This is an optimization exercise on Yosys and OpenROAD, whose aim is small area, not a production implementation. The RTL was checked by simulation tests, not by an equivalence proof against the original design. No activity file was given, so power comes from the tool's default toggle rates.

[design/flow/design.v]
package lmps_pkg;
  localparam int COLUMNS_DEF  = 8;
  localparam int CHANNELS_DEF = 15;
  localparam int OP_W       = 2;
  localparam int COORD_W    = 3;
  localparam int BYTE_W     = 8;
  localparam int DRIVE_W    = 15;
  localparam int IN_DATA_W  = 32;
  localparam int OUT_DATA_W = 24;
  localparam logic [3:0] TICK_LAST = 4'd15;
  localparam logic [BYTE_W-1:0] PWM_MAX = 8'd15;
  typedef enum logic [OP_W-1:0] {
    OP_TICK  = 2'd0,
    OP_WRITE = 2'd1,
    OP_CLEAR = 2'd2,
    OP_NOP   = 2'd3
  } op_t;
  typedef enum logic [1:0] {
    ACT_NONE  = 2'd0,
    ACT_SHIFT = 2'd1,
    ACT_RESET = 2'd2
  } act_t;
  typedef enum logic [2:0] {
    ST_CLEAR,
    ST_IDLE,
    ST_WRITE,
    ST_TICK,
    ST_DRAIN,
    ST_FINISH
  } state_t;
endpackage
module lmps_ram #(
  parameter int DEPTH = 8,
  parameter int AW    = 3,
  parameter int DW    = 8
) (
  input  logic          clk,
  input  logic          we,
  input  logic [AW-1:0] waddr,
  input  logic [DW-1:0] wdata,
  input  logic          re,
  input  logic [AW-1:0] raddr,
  output logic [DW-1:0] rdata
);
  logic [DW-1:0] mem [DEPTH];
  always_ff @(posedge clk) begin
    if (we) begin
      mem[waddr] <= wdata;
    end
    if (re) begin
      rdata <= mem[raddr];
    end
  end
endmodule
module lmps_seq #(
  parameter int COLUMNS  = lmps_pkg::COLUMNS_DEF,
  parameter int CHANNELS = lmps_pkg::CHANNELS_DEF,
  parameter int AW       = $clog2(COLUMNS * CHANNELS),
  parameter int CW       = $clog2(CHANNELS)
) (
  input  logic                          clk,
  input  logic                          rst,
  input  logic                          in_valid,
  output logic                          in_ready,
  input  lmps_pkg::op_t                 in_op,
  input  logic [lmps_pkg::COORD_W-1:0]  in_column,
  input  logic [lmps_pkg::COORD_W-1:0]  in_row,
  input  logic [lmps_pkg::BYTE_W-1:0]   in_red,
  input  logic [lmps_pkg::BYTE_W-1:0]   in_blue,
  input  logic [lmps_pkg::BYTE_W-1:0]   in_green,
  output logic                          res_valid,
  input  logic                          res_ready,
  output logic [CHANNELS-1:0]           res_drive,
  output lmps_pkg::act_t                res_action,
  output logic                          fs_we,
  output logic [AW-1:0]                 fs_waddr,
  output logic [lmps_pkg::BYTE_W-1:0]   fs_wdata,
  output logic                          fs_re,
  output logic [AW-1:0]                 fs_raddr,
  input  logic [lmps_pkg::BYTE_W-1:0]   fs_rdata,
  output logic                          cnt_we,
  output logic [CW-1:0]                 cnt_waddr,
  output logic [lmps_pkg::BYTE_W-1:0]   cnt_wdata,
  output logic                          cnt_re,
  output logic [CW-1:0]                 cnt_raddr,
  input  logic [lmps_pkg::BYTE_W-1:0]   cnt_rdata
);
  localparam int DEPTH = COLUMNS * CHANNELS;
  localparam int COLW  = $clog2(COLUMNS);
  lmps_pkg::state_t state, state_next;
  logic [AW-1:0]                sweep;
  logic                         sweep_rst;
  logic                         sweep_last;
  logic [COLW-1:0]              col_idx;
  logic [AW-1:0]                frame_base;
  logic [AW-1:0]                rd_base;
  logic [3:0]                   tick_count;
  logic                         reload;
  logic [CW-1:0]                chan;
  logic                         p_valid;
  logic [CW-1:0]                p_idx;
  logic [CHANNELS-1:0]          drive;
  lmps_pkg::act_t               action;
  logic [AW-1:0]                wr_addr;
  logic [1:0]                   wr_k;
  logic [lmps_pkg::BYTE_W-1:0]  wr_red;
  logic [lmps_pkg::BYTE_W-1:0]  wr_blue;
  logic [lmps_pkg::BYTE_W-1:0]  wr_green;
  logic                         accept;
  logic                         wr_ok;
  logic [AW-1:0]                wr_base;
  logic [lmps_pkg::BYTE_W-1:0]  cur;
  assign accept     = in_valid && in_ready;
  assign sweep_last = (sweep == AW'(DEPTH - 1));
  assign wr_ok   = ({3'b000, in_column} < 6'(COLUMNS)) &&
                   ((7'(in_row) * 7'd3 + 7'd2) < 7'(CHANNELS));
  assign wr_base = AW'(AW'(in_column) * AW'(CHANNELS)) + AW'(AW'(in_row) * AW'(3));
  assign cur = reload ? fs_rdata : cnt_rdata;
  always_ff @(posedge clk) begin
    if (rst) begin
      state <= lmps_pkg::ST_CLEAR;
    end else begin
      state <= state_next;
    end
  end
  always_comb begin
    state_next = state;
    in_ready   = 1'b0;
    res_valid  = 1'b0;
    fs_we      = 1'b0;
    fs_waddr   = wr_addr;
    fs_wdata   = '0;
    fs_re      = 1'b0;
    fs_raddr   = rd_base + AW'(chan);
    cnt_re     = 1'b0;
    cnt_raddr  = chan;
    cnt_we     = p_valid;
    cnt_waddr  = p_idx;
    cnt_wdata  = cur - 8'd1;
    case (state)
      lmps_pkg::ST_CLEAR: begin
        fs_we     = 1'b1;
        fs_waddr  = sweep;
        cnt_we    = sweep_rst && (sweep < AW'(CHANNELS));
        cnt_waddr = sweep[CW-1:0];
        cnt_wdata = '0;
        if (sweep_last) begin
          state_next = sweep_rst ? lmps_pkg::ST_IDLE : lmps_pkg::ST_FINISH;
        end
      end
      lmps_pkg::ST_IDLE: begin
        in_ready = 1'b1;
        if (in_valid) begin
          case (in_op)
            lmps_pkg::OP_TICK:  state_next = lmps_pkg::ST_TICK;
            lmps_pkg::OP_WRITE: state_next = wr_ok ? lmps_pkg::ST_WRITE : lmps_pkg::ST_FINISH;
            lmps_pkg::OP_CLEAR: state_next = lmps_pkg::ST_CLEAR;
            default:            state_next = lmps_pkg::ST_FINISH;
          endcase
        end
      end
      lmps_pkg::ST_WRITE: begin
        fs_we = 1'b1;
        case (wr_k)
          2'd0:    fs_wdata = wr_blue;
          2'd1:    fs_wdata = wr_red;
          default: fs_wdata = wr_green;
        endcase
        if (wr_k == 2'd2) begin
          state_next = lmps_pkg::ST_FINISH;
        end
      end
      lmps_pkg::ST_TICK: begin
        fs_re  = reload;
        cnt_re = !reload;
        if (chan == CW'(CHANNELS - 1)) begin
          state_next = lmps_pkg::ST_DRAIN;
        end
      end
      lmps_pkg::ST_DRAIN: begin
        state_next = lmps_pkg::ST_FINISH;
      end
      lmps_pkg::ST_FINISH: begin
        res_valid = 1'b1;
        if (res_ready) begin
          state_next = lmps_pkg::ST_IDLE;
        end
      end
      default: begin
        state_next = lmps_pkg::ST_IDLE;
      end
    endcase
  end
  always_ff @(posedge clk) begin
    if (rst) begin
      sweep      <= '0;
      sweep_rst  <= 1'b1;
      col_idx    <= '0;
      frame_base <= '0;
      tick_count <= '0;
      reload     <= 1'b0;
      chan       <= '0;
      p_valid    <= 1'b0;
      drive      <= '0;
      action     <= lmps_pkg::ACT_NONE;
      wr_k       <= '0;
    end else begin
      p_valid <= (state == lmps_pkg::ST_TICK);
      p_idx   <= chan;
      if (p_valid) begin
        drive[p_idx] <= (cur != '0) && (cur <= lmps_pkg::PWM_MAX);
      end
      case (state)
        lmps_pkg::ST_CLEAR: begin
          sweep <= sweep_last ? '0 : sweep + AW'(1);
          if (sweep_last) begin
            sweep_rst <= 1'b0;
          end
        end
        lmps_pkg::ST_IDLE: begin
          if (accept) begin
            action <= lmps_pkg::ACT_NONE;
            chan   <= '0;
            wr_k   <= '0;
            wr_addr  <= wr_base;
            wr_red   <= in_red;
            wr_blue  <= in_blue;
            wr_green <= in_green;
            if (in_op == lmps_pkg::OP_TICK) begin
              if (tick_count == lmps_pkg::TICK_LAST) begin
                reload     <= 1'b1;
                rd_base    <= frame_base;
                tick_count <= 4'd1;
                if (col_idx == COLW'(COLUMNS - 1)) begin
                  col_idx    <= '0;
                  frame_base <= '0;
                  action     <= lmps_pkg::ACT_RESET;
                end else begin
                  col_idx    <= col_idx + COLW'(1);
                  frame_base <= frame_base + AW'(CHANNELS);
                  action     <= lmps_pkg::ACT_SHIFT;
                end
              end else begin
                reload     <= 1'b0;
                tick_count <= tick_count + 4'd1;
              end
            end
          end
        end
        lmps_pkg::ST_WRITE: begin
          wr_k    <= wr_k + 2'd1;
          wr_addr <= wr_addr + AW'(1);
        end
        lmps_pkg::ST_TICK: begin
          chan <= chan + CW'(1);
        end
        default: begin
        end
      endcase
    end
  end
  assign res_drive  = drive;
  assign res_action = action;
endmodule
module led_matrix_pwm_scanner #(
  parameter int COLUMNS  = lmps_pkg::COLUMNS_DEF,
  parameter int CHANNELS = lmps_pkg::CHANNELS_DEF
) (
  input  logic                              clk,
  input  logic                              rst,
  input  logic                              s_tvalid,
  output logic                              s_tready,
  input  logic [lmps_pkg::IN_DATA_W-1:0]    s_tdata,
  input  logic [lmps_pkg::OP_W-1:0]         s_tuser,
  output logic                              m_tvalid,
  input  logic                              m_tready,
  output logic [lmps_pkg::OUT_DATA_W-1:0]   m_tdata
);
  localparam int AW = $clog2(COLUMNS * CHANNELS);
  localparam int CW = $clog2(CHANNELS);
  localparam int DW = (CHANNELS < lmps_pkg::DRIVE_W) ? CHANNELS : lmps_pkg::DRIVE_W;
  logic                          res_valid;
  logic                          res_ready;
  logic [CHANNELS-1:0]           res_drive;
  lmps_pkg::act_t                res_action;
  logic                          fs_we;
  logic [AW-1:0]                 fs_waddr;
  logic [lmps_pkg::BYTE_W-1:0]   fs_wdata;
  logic                          fs_re;
  logic [AW-1:0]                 fs_raddr;
  logic [lmps_pkg::BYTE_W-1:0]   fs_rdata;
  logic                          cnt_we;
  logic [CW-1:0]                 cnt_waddr;
  logic [lmps_pkg::BYTE_W-1:0]   cnt_wdata;
  logic                          cnt_re;
  logic [CW-1:0]                 cnt_raddr;
  logic [lmps_pkg::BYTE_W-1:0]   cnt_rdata;
  logic [lmps_pkg::DRIVE_W-1:0]  row_drive;
  lmps_seq #(
    .COLUMNS  (COLUMNS),
    .CHANNELS (CHANNELS),
    .AW       (AW),
    .CW       (CW)
  ) u_seq (
    .clk        (clk),
    .rst        (rst),
    .in_valid   (s_tvalid),
    .in_ready   (s_tready),
    .in_op      (lmps_pkg::op_t'(s_tuser)),
    .in_column  (s_tdata[2:0]),
    .in_row     (s_tdata[5:3]),
    .in_red     (s_tdata[13:6]),
    .in_blue    (s_tdata[21:14]),
    .in_green   (s_tdata[29:22]),
    .res_valid  (res_valid),
    .res_ready  (res_ready),
    .res_drive  (res_drive),
    .res_action (res_action),
    .fs_we      (fs_we),
    .fs_waddr   (fs_waddr),
    .fs_wdata   (fs_wdata),
    .fs_re      (fs_re),
    .fs_raddr   (fs_raddr),
    .fs_rdata   (fs_rdata),
    .cnt_we     (cnt_we),
    .cnt_waddr  (cnt_waddr),
    .cnt_wdata  (cnt_wdata),
    .cnt_re     (cnt_re),
    .cnt_raddr  (cnt_raddr),
    .cnt_rdata  (cnt_rdata)
  );
  lmps_ram #(
    .DEPTH (COLUMNS * CHANNELS),
    .AW    (AW),
    .DW    (lmps_pkg::BYTE_W)
  ) u_frame (
    .clk   (clk),
    .we    (fs_we),
    .waddr (fs_waddr),
    .wdata (fs_wdata),
    .re    (fs_re),
    .raddr (fs_raddr),
    .rdata (fs_rdata)
  );
  lmps_ram #(
    .DEPTH (CHANNELS),
    .AW    (CW),
    .DW    (lmps_pkg::BYTE_W)
  ) u_counters (
    .clk   (clk),
    .we    (cnt_we),
    .waddr (cnt_waddr),
    .wdata (cnt_wdata),
    .re    (cnt_re),
    .raddr (cnt_raddr),
    .rdata (cnt_rdata)
  );
  assign row_drive = lmps_pkg::DRIVE_W'(res_drive[DW-1:0]);
  assign res_ready = !m_tvalid || m_tready;
  always_ff @(posedge clk) begin
    if (rst) begin
      m_tvalid <= 1'b0;
    end else if (res_valid && res_ready) begin
      m_tvalid <= 1'b1;
    end else if (m_tready) begin
      m_tvalid <= 1'b0;
    end
  end
  always_ff @(posedge clk) begin
    if (res_valid && res_ready) begin
      m_tdata <= {7'b0000000, res_action, row_drive};
    end
  end
endmodule
[design/flow/run.sh]
#!/bin/bash
# synth_recipe.tcl (not shown) runs the flow's synth.tcl, then flattens the netlist and writes it again
# the make line also repeats each setting of config.mk as NAME=value (left out here)
make -C /OpenROAD-flow-scripts/flow DESIGN_CONFIG=/design/flow/config.mk WORK_HOME=/design/flow/orfs CLKGATE_MAP_FILE= SYNTH_SCRIPT=/design/flow/synth_recipe.tcl finish
[design/flow/config.mk]
export PLATFORM = sky130hd
export DESIGN_NAME = led_matrix_pwm_scanner
export DESIGN_NICKNAME = led_matrix_pwm_scanner
export VERILOG_FILES = /design/flow/design.v
export SDC_FILE = /design/flow/constraint.sdc
export NUM_CORES = 4
export LEC_CHECK = 0
export CAP_MARGIN = 20
export CORE_MARGIN = 2
export CORE_UTILIZATION = 40
export SLEW_MARGIN = 20
[design/flow/constraint.sdc]
create_clock -name core_clock -period 10.0 [get_ports {clk}]
set_input_delay 2.0000 -clock core_clock [delete_from_list [all_inputs] [get_ports {clk}]]
set_output_delay 2.0000 -clock core_clock [all_outputs]
set_load 0.01 [all_outputs]
==> impl_metrics.py <==
metrics = {
    "run_status": {
        "outcome": "complete, no violations",
    },
    "clock_network": {
        "later_pin_clock_latency_in_the_skew_report_ps": 720,
        "clock_sink_count": 1206,
        "clockRootBuffer": "sky130_fd_sc_hd__clkbuf_16",
        "h-tree-depth": 3,
        "cts_tree": "yes",
        "cts-root-to-sink-buffers": 3,
        "ctsHoldBuffers": 0,
        "cts.repair.resized": 0,
        "clkTransAtPathRegs_ps": 60,
        "cts-buffers-inserted": 117,
        "post-cts-setup-buffer-count": 0,
    },
    "global_route": {
        "overflow": 0,
        "via_count_of_the_first_global_routing_pass": 24800,
        "grt_pass1_wl_mm": 160,
        "grt.total_usage_pct": 17.4,
        "antenna_found_initial": 1,
        "grt_start_max_net_pins": 148,
    },
    "floorplanning": {
        "floorplan.die.height_microns": 352,
        "core.rowCount": 127,
        "fp.dieW_microns": 352,
        "initial_core_util_pct": 40.3,
        "dieArea_sq_um": 124000,
        "floorplan.io_pins": 64,
        "coreArea_sq_um": 120000,
    },
    "critical_path": {
        "critical_path_peak_fanout": 45,
        "worstSetupStartpointType": "flop",
        "cp.arrival_ps": 5500,
        "reg2reg_setup_slack_ps": 4930,
        "worst_endpoint_required_time_ps": 10430,
        "endpoint_kind": "flop",
        "criticalPathCategory": "flop to flop",
    },
    "sta": {
        "tcrit_tclk_final_pct": 50.7,
        "timing.max_slew.rel_slack_pct": 27.5,
        "fin_tns_setup_ps": 0,
        "report.final.slew_viol_count": 0,
        "skew_ps": 43.5,
        "post-route-min-period_ps": 5070,
        "rsz0062_at_grt": "no",
        "worst_pin_slew_ps": 1080,
        "final.hold.worst_slack_ps": 426,
        "timing_hold_violations_final": 0,
        "final-setup-viol-count": 0,
        "timing.fmax_ghz": 0.197,
    },
    "synthesis": {
        "edff_count_synth": 1155,
        "synth_top_area_cell": "sky130_fd_sc_hd__edfxtp_1",
        "synth_seq_cells": 1206,
        "synthesis.area_sq_um": 48400,
        "synth.yosys.seq_area_share_pct": 73.8,
        "async_reset_ff_share_pct": 0,
        "synth_ff_type": "sky130_fd_sc_hd__edfxtp_1",
        "yosysWarningCount": 4,
        "synth_top_cell_area_share_pct": 71.7,
        "synth_area_per_cell_sq_um": 19.0,
        "synth_cell_type_count": 69,
        "syn_inst": 2549,
        "synth_area_leaders": "sky130_fd_sc_hd__edfxtp_1 72%, sky130_fd_sc_hd__mux4_2 14%, sky130_fd_sc_hd__dfxtp_1 2.1%",
    },
    "drt": {
        "antenna_violating_nets_post_route": 0,
        "drt_first_iter_violations": 2372,
        "routed_wire_length_per_instance_microns": 24.5,
        "postRouteWirelength_mm": 107,
        "drt-pass1-iter-count": 5,
        "vias": 24100,
        "drt-vias-per-instance": 5.53,
        "drt_drc_violations_left": 0,
    },
    "layout": {
        "final_layout_size_suffix_gt1_share_pct": 20.5,
        "antenna-diode-count": 0,
        "fillCellCount": 9954,
        "finish.net_count": 2714,
        "area_growth_syn_to_layout_pct": 13.2,
    },
    "placement": {
        "portBuffers": 54,
        "hpwlAfterDp_mm": 64.8,
        "gp_congestion": 0.811,
    },
    "flow_run": {
        "drv_cap": 0,
    },
    "power": {
        "total_leakage_power_uw": 0.0160,
        "power-per-cell-area_nw_per_um2": 185,
        "worst_ir_drop_vdd_mv": 0.167,
    },
    "min_path": {
        "hold_path_class": "flop to flop",
    },
}
cell usage in the layout (no fill, tap or decap), types with 11 or more instances in the layout:
| cell | n |
|---|---|
| sky130_fd_sc_hd__nor3_1 | 19 |
| sky130_fd_sc_hd__a21boi_0 | 13 |
| sky130_fd_sc_hd__ha_1 | 33 |
| sky130_fd_sc_hd__nand3b_1 | 11 |
| sky130_fd_sc_hd__dfxtp_1 | 49 |
| sky130_fd_sc_hd__clkbuf_1 | 16 |
| sky130_fd_sc_hd__mux4_2 | 292 |
| sky130_fd_sc_hd__a21oi_1 | 41 |
| sky130_fd_sc_hd__clkbuf_16 | 118 |
| sky130_fd_sc_hd__inv_1 | 26 |
| sky130_fd_sc_hd__a22oi_1 | 22 |
| sky130_fd_sc_hd__nand3_1 | 32 |
| sky130_fd_sc_hd__o21ai_0 | 31 |
| sky130_fd_sc_hd__edfxtp_1 | 1155 |
| sky130_fd_sc_hd__clkinv_1 | 18 |
| sky130_fd_sc_hd__nand2_1 | 186 |
| sky130_fd_sc_hd__nor2_1 | 222 |
| sky130_fd_sc_hd__buf_4 | 36 |
| sky130_fd_sc_hd__clkdlybuf4s50_1 | 53 |
| sky130_fd_sc_hd__bufinv_16 | 16 |
| sky130_fd_sc_hd__xnor2_1 | 21 |
| sky130_fd_sc_hd__clkinv_2 | 32 |
| sky130_fd_sc_hd__xor2_1 | 13 |
| sky130_fd_sc_hd__a32oi_1 | 26 |
| sky130_fd_sc_hd__nand4_1 | 12 |
| sky130_fd_sc_hd__mux2i_1 | 62 |
cell type report:
| class | count | area, sq um | share of cell area [%] |
|---|---|---|---|
| Clock inverter | 82 | 916 | 1.67 |
| Timing Repair Buffer | 97 | 930 | 1.70 |
| Multi-Input combinational cell | 1187 | 12100 | 22.0 |
| Sequential cell | 1206 | 35700 | 65.2 |
| Clock buffer | 137 | 3050 | 5.58 |
| Tap cell | 1612 | 2020 | 3.68 |
| Inverter | 26 | 97.6 | 0.178 |
critical path, stage by stage, from the launching register on:
cell,delay (ps)
sky130_fd_sc_hd__dfxtp_1,840
sky130_fd_sc_hd__ha_1,470
sky130_fd_sc_hd__nand3_1,180
sky130_fd_sc_hd__a21boi_2,390
sky130_fd_sc_hd__or2_4,720
sky130_fd_sc_hd__buf_4,740
sky130_fd_sc_hd__mux4_2,660
sky130_fd_sc_hd__mux2i_1,410
sky130_fd_sc_hd__and2_1,230
sky130_fd_sc_hd__nor4_2,70
registers in the layout, summed over array words and instances (netlist names), 8 cells and up:
| name | count |
|---|---|
| m_tdata | 17 |
| u_seq.wr_red | 8 |
| u_counters.mem | 120 |
| u_seq.wr_green | 8 |
| u_frame.rdata | 8 |
| u_seq.drive | 15 |
| u_seq.wr_blue | 8 |
| u_counters.rdata | 8 |
| u_frame.mem | 960 |
cells by family after synthesis:
| group | share of synthesized area, % |
|---|---|
| AO/OA/AOI/OAI | 2.62 |
| XOR/XNOR | 0.651 |
| adder cells (fa/ha/maj) | 1.17 |
| buffers and inverters | 1.71 |
| flip-flops | 73.8 |
| multiplexers | 15.0 |
| other | 0.00775 |
| AND/OR/NAND/NOR | 5.07 |
through the flow:
step	util (%)	worst slack (ps)	instance area [sq um]	power, uW	instances
2_1_floorplan	-	4720	48400	5690	2555
3_3_place_gp	42.3	4760	50700	5770	4125
3_5_place_dp	42.3	4750	50700	5770	4126
4_1_cts	45.6	4860	54700	10200	4345
5_1_grt	45.7	4720	54800	10500	4347
6_report	45.7	4930	54800	10200	4347
per-layer routing:
metal,global-route usage (%),vias to the layer above,part of all wire [%]
li1,-,10400,-
met1,23.2,12700,42
met2,29.3,834,50
met3,3.38,148,6.3
met4,4.67,2,2.2
met5,0,-,0.012
final timing paths:
path	endpoint	depth (start not counted)	start
worst min-delay path	m_tdata[3]	0	u_seq.drive[3]
worst max register to register	u_frame.rdata[4]	9	u_seq.chan[2]
worst min register to register	m_tdata[3]	0	u_seq.drive[3]
worst max-delay path	u_frame.rdata[4]	9	u_seq.chan[2]
where the power goes:
group | switching [uW] | leakage [uW] | internal (uW) | total, uW
clock network | 1890 | 0.00194 | 2610 | 4500
registers | 7.45 | 0.0102 | 5480 | 5490
logic | 106 | 0.00385 | 66.8 | 173
synthesized netlist by cell type (5+ instances only):
cell type                  count
sky130_fd_sc_hd__nand3b_1     11
sky130_fd_sc_hd__fa_1          7
sky130_fd_sc_hd__a32oi_1      26
sky130_fd_sc_hd__nand2_1     186
sky130_fd_sc_hd__buf_1         8
sky130_fd_sc_hd__mux2i_1      62
sky130_fd_sc_hd__xor2_1       14
sky130_fd_sc_hd__nor2b_1       5
sky130_fd_sc_hd__ha_1         34
sky130_fd_sc_hd__clkbuf_1     67
sky130_fd_sc_hd__buf_4        25
sky130_fd_sc_hd__buf_6         6
sky130_fd_sc_hd__nor3_1       20
sky130_fd_sc_hd__o22ai_1       9
sky130_fd_sc_hd__mux2_2        6
sky130_fd_sc_hd__and3_1        6
sky130_fd_sc_hd__edfxtp_1   1155
sky130_fd_sc_hd__a22oi_1      22
sky130_fd_sc_hd__nor3b_1       8
sky130_fd_sc_hd__nand3_1      32
sky130_fd_sc_hd__nand4_1      12
sky130_fd_sc_hd__dfxtp_1      51
sky130_fd_sc_hd__and2_1       10
sky130_fd_sc_hd__a21boi_0     13
sky130_fd_sc_hd__nor2_1      224
sky130_fd_sc_hd__inv_1        26
sky130_fd_sc_hd__nor4_2        5
sky130_fd_sc_hd__nand2b_1      6
sky130_fd_sc_hd__xnor2_1      22
sky130_fd_sc_hd__a21oi_1      49
sky130_fd_sc_hd__o21ai_0      33
sky130_fd_sc_hd__a31oi_1       7
sky130_fd_sc_hd__mux4_2      292
sky130_fd_sc_hd__buf_2        25
sky130_fd_sc_hd__or3_1         7

afterwards: timing with drivers on the ports:
How much do the figures lean on ideal ports? The routed layout below was timed once more, with nothing changed but the port constraints. Step 1: set_driving_cell puts a clkbuf_16 on clk and a buf_2 on each other input, an assumption about the parent block. Step 2, shift: input delay + t, output delay - t, t = (earliest + latest rising clock arrival at the registers) / 2. This alone moves slack from input paths to output paths. Slacks: ideal / step 1 / step 2; pairs: ideal / step 1.
t (ns): 0.756
setup WS [ns]: 4.934 / 4.934 / 4.735
hold WS [ns]: 0.426 / 0.426 / 0.426
After both steps setup and hold are still met in this run. The setup slack of this run moves by 0.000 ns with the drivers and by -0.199 ns with both steps.
